This is an optimization exercise on Yosys and OpenROAD, whose aim is small area, not a production implementation.
The RTL was checked by simulation tests, not by an equivalence proof against the original design.
Power and IR drop assume default switching activity.

--- flow/config.mk ---
export PLATFORM = sky130hd
export DESIGN_NAME = layer_top
export DESIGN_NICKNAME = layer_top
export VERILOG_FILES = /design/flow/design.v
export SDC_FILE = /design/flow/constraint.sdc
export NUM_CORES = 4
export LEC_CHECK = 0
export CAP_MARGIN = 0
export CORE_MARGIN = 2
export CORE_UTILIZATION = 40
export CTS_CLUSTER_DIAMETER = 100
export CTS_CLUSTER_SIZE = 30
export GPL_TIMING_DRIVEN = 0
export SLEW_MARGIN = 0
--- flow/constraint.sdc ---
create_clock -name core_clock -period 7.0 [get_ports {clk}]
set_input_delay 1.4000 -clock core_clock [delete_from_list [all_inputs] [get_ports {clk}]]
set_output_delay 1.4000 -clock core_clock [all_outputs]
set_load 0.01 [all_outputs]
--- flow/design.v ---
package layer_pkg;
   typedef logic signed [16-1:0] data_t;
   typedef logic [$clog2(8)-1:0] vec_addr_t;
   typedef logic [$clog2(16 / 2)-1:0] row_t;
endpackage
package layer_coef_pkg;
   localparam int WEIGHT_ENTRIES = 4 * 8 * (16 / 4);
   localparam int BIAS_ENTRIES   = 4 * (16 / 4);
   localparam logic [WEIGHT_ENTRIES*16-1:0] weight_table = {
      {
         -16'sd38,  16'sd33,  16'sd109, 16'sd24,  -16'sd3,   -16'sd45,  -16'sd19,  16'sd48,
         16'sd103,  16'sd18,  16'sd82,  -16'sd28, 16'sd101,  -16'sd64,  -16'sd108, 16'sd3,
         -16'sd18,  16'sd107, 16'sd2,   -16'sd45, -16'sd85,  16'sd22,   16'sd86,   16'sd32,
         -16'sd1,   -16'sd105, 16'sd81, 16'sd42,  16'sd45,   16'sd39,   -16'sd54,  16'sd63
      },
      {
         16'sd29,   -16'sd75, -16'sd24, 16'sd89,  -16'sd12,  -16'sd72,  16'sd114,  -16'sd15,
         -16'sd11,  -16'sd4,  -16'sd36, 16'sd105, 16'sd53,   -16'sd50,  -16'sd37,  16'sd72,
         -16'sd110, -16'sd77, 16'sd9,   16'sd71,  16'sd1,    16'sd100,  16'sd15,   -16'sd72,
         16'sd90,   16'sd84,  16'sd7,   -16'sd36, 16'sd56,   -16'sd106, 16'sd20,   16'sd22
      },
      {
         -16'sd109, -16'sd24, 16'sd30,  16'sd68,  -16'sd123, -16'sd41,  16'sd119,  16'sd31,
         16'sd54,   16'sd121, 16'sd12,  16'sd60,  -16'sd48,  16'sd3,    -16'sd37,  16'sd78,
         16'sd93,   -16'sd101, 16'sd116, -16'sd83, 16'sd31,  -16'sd49,  16'sd124,  16'sd29,
         -16'sd78,  16'sd8,   16'sd67,  16'sd81,  16'sd87,   16'sd63,   -16'sd18,  -16'sd105
      },
      {
         -16'sd2,   -16'sd5,  16'sd22,  -16'sd23, 16'sd96,   -16'sd58,  16'sd36,   -16'sd70,
         16'sd126,  16'sd113, -16'sd73, 16'sd94,  -16'sd73,  16'sd92,   -16'sd104, -16'sd98,
         -16'sd64,  -16'sd77, -16'sd4,  -16'sd9,  -16'sd113, 16'sd20,   16'sd21,   -16'sd3,
         16'sd115,  16'sd106, 16'sd14,  -16'sd126, -16'sd1,  -16'sd93,  16'sd0,    16'sd126
      }
   };
   localparam logic [BIAS_ENTRIES*16-1:0] bias_table = {
      {-16'sd70, 16'sd120, 16'sd71,  -16'sd60},
      {-16'sd47, 16'sd115, -16'sd83, 16'sd67},
      {16'sd41,  16'sd38,  -16'sd81, -16'sd106},
      {16'sd103, 16'sd83,  16'sd0,   -16'sd10}
   };
endpackage
module layer_sequencer (
   input  logic                 clk,
   input  logic                 reset,
   input  logic                 s_valid,
   input  logic                 m_ready,
   output logic                 s_ready,
   output logic                 m_valid,
   output logic                 vec_wr_en,    
   output layer_pkg::vec_addr_t pos,          
   output logic                 run0,         
   output logic                 en0,          
   output layer_pkg::row_t      row0,
   output logic                 run1,
   output logic                 en1,
   output layer_pkg::row_t      row1,
   output logic                 out_sel       
);
   layer_pkg::vec_addr_t load_cnt;    
   logic vec_pending;    
   logic start0, done0;
   logic start1, done1;
   logic fire0, fire1;
   logic gap;            
   assign s_ready   = (pos == load_cnt)
                      && (load_cnt != '0 || (!vec_pending && !(row1 == 3'd7 && !run1)));
   assign vec_wr_en = s_ready & s_valid;
   assign gap       = (pos == load_cnt) && (load_cnt != '0) && !s_valid;
   assign m_valid = out_sel ? done1 : done0;
   assign fire0   = m_ready & done0 & !out_sel;
   assign fire1   = m_ready & done1 & out_sel;
   assign start0 = (pos == 3'd1) && !run0 && (!done0 || fire0)
                   && (row0 != '0 || vec_pending || vec_wr_en);
   assign start1 = (pos == 3'd2) && !run1 && (!done1 || fire1)
                   && (row1 != '0 || vec_pending || vec_wr_en);
   assign en0 = start0 | run0;
   assign en1 = start1 | run1;
   always_ff @(posedge clk) begin
      if (reset) begin
         pos         <= '0;
         load_cnt    <= '0;
         vec_pending <= 1'b0;
         out_sel     <= 1'b0;
         run0        <= 1'b0;
         done0       <= 1'b0;
         row0        <= '0;
         run1        <= 1'b0;
         done1       <= 1'b0;
         row1        <= '0;
      end else begin
         pos <= pos + 1'b1;
         if (vec_wr_en)
            load_cnt <= load_cnt + 1'b1;
         if (vec_wr_en && load_cnt == 3'd7)
            vec_pending <= 1'b1;
         else if (run1 && pos == 3'd1 && row1 == 3'd6)
            vec_pending <= 1'b0;
         if (fire0 | fire1)
            out_sel <= !out_sel;
         if (start0)
            run0 <= 1'b1;
         else if (run0 && (pos == 3'd0 || (gap && row0 == '0)))
            run0 <= 1'b0;
         if (run0 && pos == 3'd0 && !(gap && row0 == '0)) begin
            done0 <= 1'b1;
            row0  <= row0 + 1'b1;
         end else if (fire0)
            done0 <= 1'b0;
         if (start1)
            run1 <= 1'b1;
         else if (run1 && (pos == 3'd1 || (gap && row1 == '0)))
            run1 <= 1'b0;
         if (run1 && pos == 3'd1 && !(gap && row1 == '0)) begin
            done1 <= 1'b1;
            row1  <= row1 + 1'b1;
         end else if (fire1)
            done1 <= 1'b0;
      end
   end
endmodule
module mac_lane #(
   parameter int LANE = 0
) (
   input  logic                 clk,
   input  logic                 run,       
   input  logic                 en,        
   input  layer_pkg::row_t      row,
   input  layer_pkg::vec_addr_t pos,
   input  layer_pkg::data_t     x_word,
   output layer_pkg::data_t     acc,
   output logic [16/4-1:1] acc_cy    
);
   localparam int ROWS = 16 / 2;
   localparam int ENTRIES = ROWS * 8;
   logic [ENTRIES*8-1:0] w_rom;
   logic [4*ENTRIES-1:0] d_one, d_two, d_neg;
   logic [ROWS*8-1:0]    b_rom;
   genvar i;
   generate
      for (i = 0; i < ENTRIES; i++) begin : g_w
         localparam int J = 2 * (i / 8) + LANE;
         localparam int C = (i % 8 + 2 * 8 - 1 - LANE) % 8;
         localparam int E = (J % 4) * 8 * (16 / 4)
                            + (J / 4) * 8 + C;
         localparam logic [7:0] WV =
            layer_coef_pkg::weight_table[(layer_coef_pkg::WEIGHT_ENTRIES - 1 - E) * 16 +: 8];
         localparam logic [8:0] WX = {WV, 1'b0};
         assign w_rom[i*8 +: 8] = WV;
         for (genvar k = 0; k < 4; k++) begin : g_k
            assign d_one[k*ENTRIES + i] = WX[2*k+1] ^ WX[2*k];
            assign d_two[k*ENTRIES + i] = (WX[2*k+2] & ~WX[2*k+1] & ~WX[2*k]) | (~WX[2*k+2] & WX[2*k+1] & WX[2*k]);
            assign d_neg[k*ENTRIES + i] = WX[2*k+2] & ~(WX[2*k+1] & WX[2*k]);
         end
      end
      for (i = 0; i < ROWS; i++) begin : g_b
         localparam int J = 2 * i + LANE;
         localparam int E = (J % 4) * (16 / 4) + J / 4;
         assign b_rom[i*8 +: 8] =
            layer_coef_pkg::bias_table[(layer_coef_pkg::BIAS_ENTRIES - 1 - E) * 16 +: 8];
      end
   endgenerate
   logic [7:0]  weight;
   logic [7:0]  bias;
   logic [15:0] addend;
   assign weight = w_rom[{row, pos}*8 +: 8];
   assign bias   = b_rom[row*8 +: 8];
   assign addend = run ? acc : {{8{bias[7]}}, bias};
   logic [3:0] neg, one, two;
   generate
      for (i = 0; i < 4; i++) begin : g_booth
         assign one[i] = d_one[i*ENTRIES + {row, pos}];
         assign two[i] = d_two[i*ENTRIES + {row, pos}];
         assign neg[i] = d_neg[i*ENTRIES + {row, pos}];
      end
   endgenerate
   logic [15:0] pp0;
   assign pp0[0] = ((one[0] & x_word[0])) ^ neg[0];
   assign pp0[1] = ((one[0] & x_word[1]) | (two[0] & x_word[0])) ^ neg[0];
   assign pp0[2] = ((one[0] & x_word[2]) | (two[0] & x_word[1])) ^ neg[0];
   assign pp0[3] = ((one[0] & x_word[3]) | (two[0] & x_word[2])) ^ neg[0];
   assign pp0[4] = ((one[0] & x_word[4]) | (two[0] & x_word[3])) ^ neg[0];
   assign pp0[5] = ((one[0] & x_word[5]) | (two[0] & x_word[4])) ^ neg[0];
   assign pp0[6] = ((one[0] & x_word[6]) | (two[0] & x_word[5])) ^ neg[0];
   assign pp0[7] = ((one[0] & x_word[7]) | (two[0] & x_word[6])) ^ neg[0];
   assign pp0[8] = ((one[0] & x_word[8]) | (two[0] & x_word[7])) ^ neg[0];
   assign pp0[9] = ((one[0] & x_word[9]) | (two[0] & x_word[8])) ^ neg[0];
   assign pp0[10] = ((one[0] & x_word[10]) | (two[0] & x_word[9])) ^ neg[0];
   assign pp0[11] = ((one[0] & x_word[11]) | (two[0] & x_word[10])) ^ neg[0];
   assign pp0[12] = ((one[0] & x_word[12]) | (two[0] & x_word[11])) ^ neg[0];
   assign pp0[13] = ((one[0] & x_word[13]) | (two[0] & x_word[12])) ^ neg[0];
   assign pp0[14] = ((one[0] & x_word[14]) | (two[0] & x_word[13])) ^ neg[0];
   assign pp0[15] = ((one[0] & x_word[15]) | (two[0] & x_word[14])) ^ neg[0];
   logic [15:2] pp1;
   assign pp1[2] = ((one[1] & x_word[0])) ^ neg[1];
   assign pp1[3] = ((one[1] & x_word[1]) | (two[1] & x_word[0])) ^ neg[1];
   assign pp1[4] = ((one[1] & x_word[2]) | (two[1] & x_word[1])) ^ neg[1];
   assign pp1[5] = ((one[1] & x_word[3]) | (two[1] & x_word[2])) ^ neg[1];
   assign pp1[6] = ((one[1] & x_word[4]) | (two[1] & x_word[3])) ^ neg[1];
   assign pp1[7] = ((one[1] & x_word[5]) | (two[1] & x_word[4])) ^ neg[1];
   assign pp1[8] = ((one[1] & x_word[6]) | (two[1] & x_word[5])) ^ neg[1];
   assign pp1[9] = ((one[1] & x_word[7]) | (two[1] & x_word[6])) ^ neg[1];
   assign pp1[10] = ((one[1] & x_word[8]) | (two[1] & x_word[7])) ^ neg[1];
   assign pp1[11] = ((one[1] & x_word[9]) | (two[1] & x_word[8])) ^ neg[1];
   assign pp1[12] = ((one[1] & x_word[10]) | (two[1] & x_word[9])) ^ neg[1];
   assign pp1[13] = ((one[1] & x_word[11]) | (two[1] & x_word[10])) ^ neg[1];
   assign pp1[14] = ((one[1] & x_word[12]) | (two[1] & x_word[11])) ^ neg[1];
   assign pp1[15] = ((one[1] & x_word[13]) | (two[1] & x_word[12])) ^ neg[1];
   logic [15:4] pp2;
   assign pp2[4] = ((one[2] & x_word[0])) ^ neg[2];
   assign pp2[5] = ((one[2] & x_word[1]) | (two[2] & x_word[0])) ^ neg[2];
   assign pp2[6] = ((one[2] & x_word[2]) | (two[2] & x_word[1])) ^ neg[2];
   assign pp2[7] = ((one[2] & x_word[3]) | (two[2] & x_word[2])) ^ neg[2];
   assign pp2[8] = ((one[2] & x_word[4]) | (two[2] & x_word[3])) ^ neg[2];
   assign pp2[9] = ((one[2] & x_word[5]) | (two[2] & x_word[4])) ^ neg[2];
   assign pp2[10] = ((one[2] & x_word[6]) | (two[2] & x_word[5])) ^ neg[2];
   assign pp2[11] = ((one[2] & x_word[7]) | (two[2] & x_word[6])) ^ neg[2];
   assign pp2[12] = ((one[2] & x_word[8]) | (two[2] & x_word[7])) ^ neg[2];
   assign pp2[13] = ((one[2] & x_word[9]) | (two[2] & x_word[8])) ^ neg[2];
   assign pp2[14] = ((one[2] & x_word[10]) | (two[2] & x_word[9])) ^ neg[2];
   assign pp2[15] = ((one[2] & x_word[11]) | (two[2] & x_word[10])) ^ neg[2];
   logic [15:6] pp3;
   assign pp3[6] = ((one[3] & x_word[0])) ^ neg[3];
   assign pp3[7] = ((one[3] & x_word[1]) | (two[3] & x_word[0])) ^ neg[3];
   assign pp3[8] = ((one[3] & x_word[2]) | (two[3] & x_word[1])) ^ neg[3];
   assign pp3[9] = ((one[3] & x_word[3]) | (two[3] & x_word[2])) ^ neg[3];
   assign pp3[10] = ((one[3] & x_word[4]) | (two[3] & x_word[3])) ^ neg[3];
   assign pp3[11] = ((one[3] & x_word[5]) | (two[3] & x_word[4])) ^ neg[3];
   assign pp3[12] = ((one[3] & x_word[6]) | (two[3] & x_word[5])) ^ neg[3];
   assign pp3[13] = ((one[3] & x_word[7]) | (two[3] & x_word[6])) ^ neg[3];
   assign pp3[14] = ((one[3] & x_word[8]) | (two[3] & x_word[7])) ^ neg[3];
   assign pp3[15] = ((one[3] & x_word[9]) | (two[3] & x_word[8])) ^ neg[3];
   logic s1, c2, s3, c4, s5, c6, s7, c8, s9, c10, s11, c12, s13, c14, s15, c16, s17, c18, s19, c20, s21, c22, s23, c24, s25, c26, s27, c28, s29, c30, s31, c32, s33, c34, s35, c36, s37, c38, s39, c40, s41, c42, s43, c44, s45, c46, s47, c48, s49, c50, s51, c52, s53, c54, s55, c56, s57, c58, s59, c60, s61, c62, s63, c64, s65, c66, s67, c68, s69, c70, s71, c72, s73, c74, s75, c76, s77, c78, s79, c80, s81, c82, s83, c84, s85, c86, s87, c88, s89, c90, s91, c92, s93, c94, s95, c96, s97, c98, s99, c100, s101, c102, s103, c104;
   assign s1 = pp0[4] ^ pp1[4];
   assign c2 = pp0[4] & pp1[4];
   assign s3 = pp0[5] ^ pp1[5];
   assign c4 = pp0[5] & pp1[5];
   assign s5 = pp0[6] ^ pp1[6] ^ pp2[6];
   assign c6 = (pp0[6] & pp1[6]) | (pp0[6] & pp2[6]) | (pp1[6] & pp2[6]);
   assign s7 = pp3[6] ^ neg[3];
   assign c8 = pp3[6] & neg[3];
   assign s9 = pp0[7] ^ pp1[7] ^ pp2[7];
   assign c10 = (pp0[7] & pp1[7]) | (pp0[7] & pp2[7]) | (pp1[7] & pp2[7]);
   assign s11 = pp3[7] ^ addend[7];
   assign c12 = pp3[7] & addend[7];
   assign s13 = pp0[8] ^ pp1[8] ^ pp2[8];
   assign c14 = (pp0[8] & pp1[8]) | (pp0[8] & pp2[8]) | (pp1[8] & pp2[8]);
   assign s15 = pp3[8] ^ addend[8];
   assign c16 = pp3[8] & addend[8];
   assign s17 = pp0[9] ^ pp1[9] ^ pp2[9];
   assign c18 = (pp0[9] & pp1[9]) | (pp0[9] & pp2[9]) | (pp1[9] & pp2[9]);
   assign s19 = pp3[9] ^ addend[9];
   assign c20 = pp3[9] & addend[9];
   assign s21 = pp0[10] ^ pp1[10] ^ pp2[10];
   assign c22 = (pp0[10] & pp1[10]) | (pp0[10] & pp2[10]) | (pp1[10] & pp2[10]);
   assign s23 = pp3[10] ^ addend[10];
   assign c24 = pp3[10] & addend[10];
   assign s25 = pp0[11] ^ pp1[11] ^ pp2[11];
   assign c26 = (pp0[11] & pp1[11]) | (pp0[11] & pp2[11]) | (pp1[11] & pp2[11]);
   assign s27 = pp3[11] ^ addend[11];
   assign c28 = pp3[11] & addend[11];
   assign s29 = pp0[12] ^ pp1[12] ^ pp2[12];
   assign c30 = (pp0[12] & pp1[12]) | (pp0[12] & pp2[12]) | (pp1[12] & pp2[12]);
   assign s31 = pp3[12] ^ addend[12];
   assign c32 = pp3[12] & addend[12];
   assign s33 = pp0[13] ^ pp1[13] ^ pp2[13];
   assign c34 = (pp0[13] & pp1[13]) | (pp0[13] & pp2[13]) | (pp1[13] & pp2[13]);
   assign s35 = pp3[13] ^ addend[13];
   assign c36 = pp3[13] & addend[13];
   assign s37 = pp0[14] ^ pp1[14] ^ pp2[14];
   assign c38 = (pp0[14] & pp1[14]) | (pp0[14] & pp2[14]) | (pp1[14] & pp2[14]);
   assign s39 = pp3[14] ^ addend[14];
   assign c40 = pp3[14] & addend[14];
   assign s41 = pp0[15] ^ pp1[15] ^ pp2[15];
   assign s43 = pp3[15] ^ addend[15];
   assign s45 = pp0[2] ^ pp1[2];
   assign c46 = pp0[2] & pp1[2];
   assign s47 = pp0[3] ^ pp1[3];
   assign c48 = pp0[3] & pp1[3];
   assign s49 = pp2[4] ^ neg[2] ^ addend[4];
   assign c50 = (pp2[4] & neg[2]) | (pp2[4] & addend[4]) | (neg[2] & addend[4]);
   assign s51 = pp2[5] ^ addend[5] ^ s3;
   assign c52 = (pp2[5] & addend[5]) | (pp2[5] & s3) | (addend[5] & s3);
   assign s53 = addend[6] ^ s5 ^ s7;
   assign c54 = (addend[6] & s5) | (addend[6] & s7) | (s5 & s7);
   assign s55 = s9 ^ s11 ^ c6;
   assign c56 = (s9 & s11) | (s9 & c6) | (s11 & c6);
   assign s57 = s13 ^ s15 ^ c10;
   assign c58 = (s13 & s15) | (s13 & c10) | (s15 & c10);
   assign s59 = s17 ^ s19 ^ c14;
   assign c60 = (s17 & s19) | (s17 & c14) | (s19 & c14);
   assign s61 = s21 ^ s23 ^ c18;
   assign c62 = (s21 & s23) | (s21 & c18) | (s23 & c18);
   assign s63 = s25 ^ s27 ^ c22;
   assign c64 = (s25 & s27) | (s25 & c22) | (s27 & c22);
   assign s65 = s29 ^ s31 ^ c26;
   assign c66 = (s29 & s31) | (s29 & c26) | (s31 & c26);
   assign s67 = s33 ^ s35 ^ c30;
   assign c68 = (s33 & s35) | (s33 & c30) | (s35 & c30);
   assign s69 = s37 ^ s39 ^ c34;
   assign c70 = (s37 & s39) | (s37 & c34) | (s39 & c34);
   assign s71 = s41 ^ s43 ^ c38;
   assign s73 = pp0[0] ^ neg[0];
   assign c74 = pp0[0] & neg[0];
   assign s75 = pp0[1] ^ addend[1];
   assign c76 = pp0[1] & addend[1];
   assign s77 = neg[1] ^ addend[2] ^ s45;
   assign c78 = (neg[1] & addend[2]) | (neg[1] & s45) | (addend[2] & s45);
   assign s79 = addend[3] ^ s47 ^ c46;
   assign c80 = (addend[3] & s47) | (addend[3] & c46) | (s47 & c46);
   assign s81 = s1 ^ s49 ^ c48;
   assign c82 = (s1 & s49) | (s1 & c48) | (s49 & c48);
   assign s83 = c2 ^ s51 ^ c50;
   assign c84 = (c2 & s51) | (c2 & c50) | (s51 & c50);
   assign s85 = c4 ^ s53 ^ c52;
   assign c86 = (c4 & s53) | (c4 & c52) | (s53 & c52);
   assign s87 = c8 ^ s55 ^ c54;
   assign c88 = (c8 & s55) | (c8 & c54) | (s55 & c54);
   assign s89 = c12 ^ s57 ^ c56;
   assign c90 = (c12 & s57) | (c12 & c56) | (s57 & c56);
   assign s91 = c16 ^ s59 ^ c58;
   assign c92 = (c16 & s59) | (c16 & c58) | (s59 & c58);
   assign s93 = c20 ^ s61 ^ c60;
   assign c94 = (c20 & s61) | (c20 & c60) | (s61 & c60);
   assign s95 = c24 ^ s63 ^ c62;
   assign c96 = (c24 & s63) | (c24 & c62) | (s63 & c62);
   assign s97 = c28 ^ s65 ^ c64;
   assign c98 = (c28 & s65) | (c28 & c64) | (s65 & c64);
   assign s99 = c32 ^ s67 ^ c66;
   assign c100 = (c32 & s67) | (c32 & c66) | (s67 & c66);
   assign s101 = c36 ^ s69 ^ c68;
   assign c102 = (c36 & s69) | (c36 & c68) | (s69 & c68);
   assign s103 = c40 ^ s71 ^ c70;
   logic [15:0] op_a, op_b;
   assign op_a = {s103, s101, s99, s97, s95, s93, s91, s89, s87, s85, s83, s81, s79, s77, s75, addend[0]};
   assign op_b = {c102, c100, c98, c96, c94, c92, c90, c88, c86, c84, c82, c80, c78, c76, c74, s73};
   logic [15:0] cy;
   logic [15:0] sum;
   logic [3:1] cy_out;
   assign cy[0] = 1'b0;
   assign sum[0] = op_a[0] ^ op_b[0] ^ cy[0];
   assign cy[1] = (op_a[0] & op_b[0]) | (op_a[0] & cy[0]) | (op_b[0] & cy[0]);
   assign sum[1] = op_a[1] ^ op_b[1] ^ cy[1];
   assign cy[2] = (op_a[1] & op_b[1]) | (op_a[1] & cy[1]) | (op_b[1] & cy[1]);
   assign sum[2] = op_a[2] ^ op_b[2] ^ cy[2];
   assign cy[3] = (op_a[2] & op_b[2]) | (op_a[2] & cy[2]) | (op_b[2] & cy[2]);
   assign sum[3] = op_a[3] ^ op_b[3] ^ cy[3];
   assign cy_out[1] = (op_a[3] & op_b[3]) | (op_a[3] & cy[3]) | (op_b[3] & cy[3]);
   assign cy[4] = run & acc_cy[1];
   assign sum[4] = op_a[4] ^ op_b[4] ^ cy[4];
   assign cy[5] = (op_a[4] & op_b[4]) | (op_a[4] & cy[4]) | (op_b[4] & cy[4]);
   assign sum[5] = op_a[5] ^ op_b[5] ^ cy[5];
   assign cy[6] = (op_a[5] & op_b[5]) | (op_a[5] & cy[5]) | (op_b[5] & cy[5]);
   assign sum[6] = op_a[6] ^ op_b[6] ^ cy[6];
   assign cy[7] = (op_a[6] & op_b[6]) | (op_a[6] & cy[6]) | (op_b[6] & cy[6]);
   assign sum[7] = op_a[7] ^ op_b[7] ^ cy[7];
   assign cy_out[2] = (op_a[7] & op_b[7]) | (op_a[7] & cy[7]) | (op_b[7] & cy[7]);
   assign cy[8] = run & acc_cy[2];
   assign sum[8] = op_a[8] ^ op_b[8] ^ cy[8];
   assign cy[9] = (op_a[8] & op_b[8]) | (op_a[8] & cy[8]) | (op_b[8] & cy[8]);
   assign sum[9] = op_a[9] ^ op_b[9] ^ cy[9];
   assign cy[10] = (op_a[9] & op_b[9]) | (op_a[9] & cy[9]) | (op_b[9] & cy[9]);
   assign sum[10] = op_a[10] ^ op_b[10] ^ cy[10];
   assign cy[11] = (op_a[10] & op_b[10]) | (op_a[10] & cy[10]) | (op_b[10] & cy[10]);
   assign sum[11] = op_a[11] ^ op_b[11] ^ cy[11];
   assign cy_out[3] = (op_a[11] & op_b[11]) | (op_a[11] & cy[11]) | (op_b[11] & cy[11]);
   assign cy[12] = run & acc_cy[3];
   assign sum[12] = op_a[12] ^ op_b[12] ^ cy[12];
   assign cy[13] = (op_a[12] & op_b[12]) | (op_a[12] & cy[12]) | (op_b[12] & cy[12]);
   assign sum[13] = op_a[13] ^ op_b[13] ^ cy[13];
   assign cy[14] = (op_a[13] & op_b[13]) | (op_a[13] & cy[13]) | (op_b[13] & cy[13]);
   assign sum[14] = op_a[14] ^ op_b[14] ^ cy[14];
   assign cy[15] = (op_a[14] & op_b[14]) | (op_a[14] & cy[14]) | (op_b[14] & cy[14]);
   assign sum[15] = op_a[15] ^ op_b[15] ^ cy[15];
   always_ff @(posedge clk)
      if (en) begin
         acc    <= sum;
         acc_cy <= cy_out;
      end
endmodule
module mac_array (
   input  logic                 clk,
   input  logic                 vec_wr_en,
   input  layer_pkg::data_t     data_in,
   input  layer_pkg::vec_addr_t pos,
   input  logic                 run0,
   input  logic                 en0,
   input  layer_pkg::row_t      row0,
   input  logic                 run1,
   input  logic                 en1,
   input  layer_pkg::row_t      row1,
   output layer_pkg::data_t     acc0,
   output logic [16/4-1:1] acc0_cy,
   output layer_pkg::data_t     acc1,
   output logic [16/4-1:1] acc1_cy
);
   layer_pkg::data_t ring [0:8-1];
   always_ff @(posedge clk) begin
      for (int k = 0; k < 8 - 1; k++)
         ring[k] <= ring[k+1];
      ring[8-1] <= vec_wr_en ? data_in : ring[0];
   end
   mac_lane #(.LANE(0)) u_lane0 (
      .clk    (clk),
      .run    (run0),
      .en     (en0),
      .row    (row0),
      .pos    (pos),
      .x_word (ring[8-1]),
      .acc    (acc0),
      .acc_cy (acc0_cy)
   );
   mac_lane #(.LANE(1)) u_lane1 (
      .clk    (clk),
      .run    (run1),
      .en     (en1),
      .row    (row1),
      .pos    (pos),
      .x_word (ring[8-2]),
      .acc    (acc1),
      .acc_cy (acc1_cy)
   );
endmodule
module result_buffer (
   input  logic             out_sel,
   input  layer_pkg::data_t acc0,
   input  logic [16/4-1:1] acc0_cy,
   input  layer_pkg::data_t acc1,
   input  logic [16/4-1:1] acc1_cy,
   output layer_pkg::data_t data_out
);
   localparam int NSEG = 16 / 4;
   layer_pkg::data_t                 acc;
   logic [NSEG-1:1]                  acc_cy;
   logic [16-1:0]         carries;
   layer_pkg::data_t                 result;
   assign acc    = out_sel ? acc1 : acc0;
   assign acc_cy = out_sel ? acc1_cy : acc0_cy;
   always_comb begin
      carries = '0;
      for (int k = 1; k < NSEG; k++)
         carries[k*4] = acc_cy[k];
   end
   assign result   = acc + carries;
   assign data_out = result[16-1] ? '0 : result;
endmodule
module layer_top (
   input  logic             clk,
   input  logic             reset,
   input  logic             s_valid,
   input  logic             m_ready,
   input  layer_pkg::data_t data_in,
   output logic             s_ready,
   output logic             m_valid,
   output layer_pkg::data_t data_out
);
   logic                 vec_wr_en;
   layer_pkg::vec_addr_t pos;
   logic                 run0, en0, run1, en1;
   layer_pkg::row_t      row0, row1;
   logic                 out_sel;
   layer_pkg::data_t     acc0, acc1;
   logic [16/4-1:1] acc0_cy, acc1_cy;
   layer_sequencer u_sequencer (
      .clk       (clk),
      .reset     (reset),
      .s_valid   (s_valid),
      .m_ready   (m_ready),
      .s_ready   (s_ready),
      .m_valid   (m_valid),
      .vec_wr_en (vec_wr_en),
      .pos       (pos),
      .run0      (run0),
      .en0       (en0),
      .row0      (row0),
      .run1      (run1),
      .en1       (en1),
      .row1      (row1),
      .out_sel   (out_sel)
   );
   mac_array u_mac_array (
      .clk       (clk),
      .vec_wr_en (vec_wr_en),
      .data_in   (data_in),
      .pos       (pos),
      .run0      (run0),
      .en0       (en0),
      .row0      (row0),
      .run1      (run1),
      .en1       (en1),
      .row1      (row1),
      .acc0      (acc0),
      .acc0_cy   (acc0_cy),
      .acc1      (acc1),
      .acc1_cy   (acc1_cy)
   );
   result_buffer u_result_buffer (
      .out_sel  (out_sel),
      .acc0     (acc0),
      .acc0_cy  (acc0_cy),
      .acc1     (acc1),
      .acc1_cy  (acc1_cy),
      .data_out (data_out)
   );
endmodule
--- flow/run.sh ---
#!/bin/bash
# synth_recipe.tcl (not shown) runs the flow's synth.tcl, then flattens the netlist and writes it again
# the make line also repeats each setting of config.mk as NAME=value (left out here)
make -C /OpenROAD-flow-scripts/flow DESIGN_CONFIG=/design/flow/config.mk WORK_HOME=/design/flow/orfs CLKGATE_MAP_FILE= SYNTH_SCRIPT=/design/flow/synth_recipe.tcl finish
==> summary.txt <==
kinds of logic after synthesis:
logic type | share of synthesized area, %
muxes | 4.51
xor gates and xnor gates | 9.62
buffers and inverters | 7.94
adders and majority gates | 20.2
AOI/OAI and AO/OA | 16.2
and+or+nand+nor | 10.0
DFF | 31.5
other | 0.0290
layout make-up:
type / count / area share, %
Clock buffer: 17 / 2.88
Inverter: 144 / 3.71
Multi-Input combinational cell: 916 / 54.2
Timing Repair Buffer: 51 / 3.19
Clock inverter: 15 / 1.32
Sequential cell: 184 / 27.6
Buffer: 96 / 3.63
Tap cell: 402 / 3.41
flip-flops by register name, indices dropped and copies added (netlist names), 3 cells and up:
register                    flops
u_mac_array.u_lane1.acc        16
u_sequencer.row1                3
u_sequencer.pos                 3
u_mac_array.u_lane0.acc_cy      3
u_sequencer.load_cnt            3
u_sequencer.row0                3
u_mac_array.u_lane1.acc_cy      3
u_mac_array.ring              128
u_mac_array.u_lane0.acc        16
cells in the final DEF (no fill, tap or decap), types with 12 or more instances in the layout:
cell	count
edfxtp_1	38
nand2_1	109
a22oi_1	96
a21oi_1	69
xnor2_1	81
fa_1	91
o21ai_0	44
nand2b_1	14
clkbuf_2	18
xor2_1	45
inv_1	135
dfxtp_1	142
clkdlybuf4s50_1	35
ha_1	57
buf_2	15
nor2_1	64
mux2_2	12
clkbuf_16	17
nor2b_1	18
mux2i_1	21
clkbuf_1	27
buf_4	24
power by group:
group          leakage (nW)  switching [mW]  internal (mW)  total [mW]
registers              1.57           0.260           1.93        2.19
logic                  4.15            3.00           2.77        5.77
clock network         0.301           0.522          0.496        1.02
metal layers:
metal / global-route usage, % / share of wire (%)
met1: 33.2 / 43
met2: 38.3 / 45
met3: 3.43 / 7.2
met5: 0 / 0
met4: 10.7 / 5.1
how the worst max path moves through the flow:
stage,startpoint,to,slack (ns),cells past startpoint
finish,u_sequencer.pos[1],u_mac_array.u_lane1.acc[15],0.27,24
global route,u_sequencer.pos[0],u_mac_array.u_lane0.acc[15],-0.008,26
floorplan,u_sequencer.pos[0],u_mac_array.u_lane0.acc[15],0.26,25
detailed placement,u_sequencer.pos[0],u_mac_array.u_lane0.acc[15],-1.48,25
CTS,u_sequencer.pos[1],u_mac_array.u_lane0.acc[15],-0.03,26
global placement,u_sequencer.pos[0],u_mac_array.u_lane0.acc[15],-1.51,25
what timing repair did:
action	CTS	global route
resized for setup	49	58
pin swaps	0	6
setup buffers	6	10
setup endpoints to repair	18	2
==> results.toml <==
[routing]
wl_per_cell_microns = 21.7
drc = 0
drtIter0Drc = 1015
routed_via_density = 5.54
via_count = 10100
dr.pass1.iters = 7
drt_wl_total_mm = 39.7
ant_nets = 0

[global_route]
grt_pass1_wl_mm = 61.7
grt_pass1_vias = 10100
grt_usage_pct = 24.3
antenna_found_initial = 0
grt_overflow_total = 0
grt_max_degree = 22

[setup_path]
reg2regPathDepth = 24
rrSetupSlack_ns = 0.27
crit_required_ns = 7.18
cp_max_fo = 10
worstPathBufferInverterCount = 7
end_kind = "flop"
r2r_end = "u_mac_array.u_lane1.acc[15]"
crit_top_cell = "fa_1"
cp_cell_sequence = "buf_8 -> clkinvlp_4 -> buf_4 -> ha_2 -> and2b_1 -> nor2_1 -> o211a_1 -> o211ai_2 -> clkbuf_2 -> xnor2_1 -> fa_1 -> fa_1 -> inv_1 -> fa_1 -> inv_1 -> fa_1 -> inv_1 -> fa_1 -> fa_1 -> xnor2_1 -> xnor2_1 -> xnor2_1 -> xnor2_1 -> xnor3_1"
cp_slowest_stage_delay_ns = 0.54
critical_path.top_delay_family = "adder cells"
reg2reg_from = "u_sequencer.pos[1]"
crit_type = "flop to flop"
crit_slowest_cell = "fa_1"
arrival_ns = 6.91
start_kind = "flop"

[floorplanning]
initial_core_util_pct = 40.8
num_rows = 65
die_x_microns = 184
die_y_microns = 184
core_sq_mm = 0.0316
ios = 38
fp.dieArea_sq_mm = 0.0337

[power_and_ir_drop]
power_mw = 8.98
powerDensity_mw_per_mm2 = 608
ir_drop_v = 0.000379
p_leak_nw = 6.02

[yosys]
synth.cell_area_sq_mm = 0.0129
synth.most_common_cell = "dfxtp_1"
synthTopCellsByArea = "dfxtp_1 23%, fa_1 14%, edfxtp_1 8.8%"
yosysTopAreaCell = "dfxtp_1"
synthDistinctLibCells = 79
synth_common_cells = "146 x dfxtp_1, 137 x inv_1, 110 x nand2_1, 97 x a22oi_1, 92 x fa_1"
async_flop_share_pct = 0
synthFlopType = "dfxtp_1"
synthCells = 1347
ys_ff_latch = 184
yosysSeqAreaShare_pct = 31.5
avgSynthCellArea_sq_um = 9.59
yosys_warnings = 7
yosysTopAreaCellShare_pct = 22.6
syn_nets = 1520
synth_edf_count = 38

[place]
place_ws_ns = -1.48
place_inst = 1784
gp_congestion = 0.968
hpwl_mm = 30.4
place_area_sq_mm = 0.0138
io_buffer_count = 35

[sta]
setup_tns_ns = 0
slew_headroom_pct = 33.6
holdWs_ns = 0.323
maxSlewViolCount = 0
fmax_mhz = 149
fin_crit_sh_pct = 96.1
fin_crit_ns = 6.73
final.setup_skew_ns = 0.0238
setup_ws_ns = 0.272
setup_viol = 0
tightestPinTransition_ns = 0.996
finalHoldViolCount = 0

[clocking]
clk_latency_ns = 0.44
cts_tree = "done"
clock_path_buffers = 2
cts-hold-fix-buffers = 0
cts_max_level = 4
numCtsBuffers = 17
clkTransAtPathRegs_ns = 0.08
cts.sinks = 184
cts_root_buffer = "clkbuf_16"

[min_path]
min_path_cells = 0
hold_start = "u_mac_array.ring[1][9]"
holdPathEnd = "u_mac_array.ring[0][9]"
hold_class = "flop to flop"

[layout]
fin_area_sq_mm = 0.0148
drive_gt1_share_pct = 12.8
final_cell_count_no_fill = 1825
areaGrowthSynthToFinish_pct = 14.3
diodes = 0
final-seq-area_sq_mm = 0.00407
finish.net_count = 1583
post-route-util_pct = 46.6
fill_cells = 2990
multi_input_area_sq_mm = 0.00801

[run_status]
status = "complete, no violations"

[run]
drv_cap = 0

-- separate check: timing with driven ports --
In the flow no input, the clock included, has a driving cell. The finished layout below was timed again as built, in two steps.
Step 1: set_driving_cell puts a clkbuf_16 on clk and a buf_2 on each other input, an assumption about the parent block.
Step 2 times the ports against the registers' clock, not the clock port: input delays grow and output delays shrink by t, the midpoint of the rising clock arrivals with the driver on.
Slacks: no drivers / after step 1 / after step 2; pairs: no drivers / after step 1.
t, ns: 0.478
slack for setup (ns): 0.272 / 0.272 / 0.272
hold WS [ns]: 0.323 / 0.323 / 0.323
worst setup path after step 2: register to register
After both steps setup and hold are still met in this run. For this run, drivers alone change the setup slack by 0.000 ns; drivers and shift together by 0.000 ns.
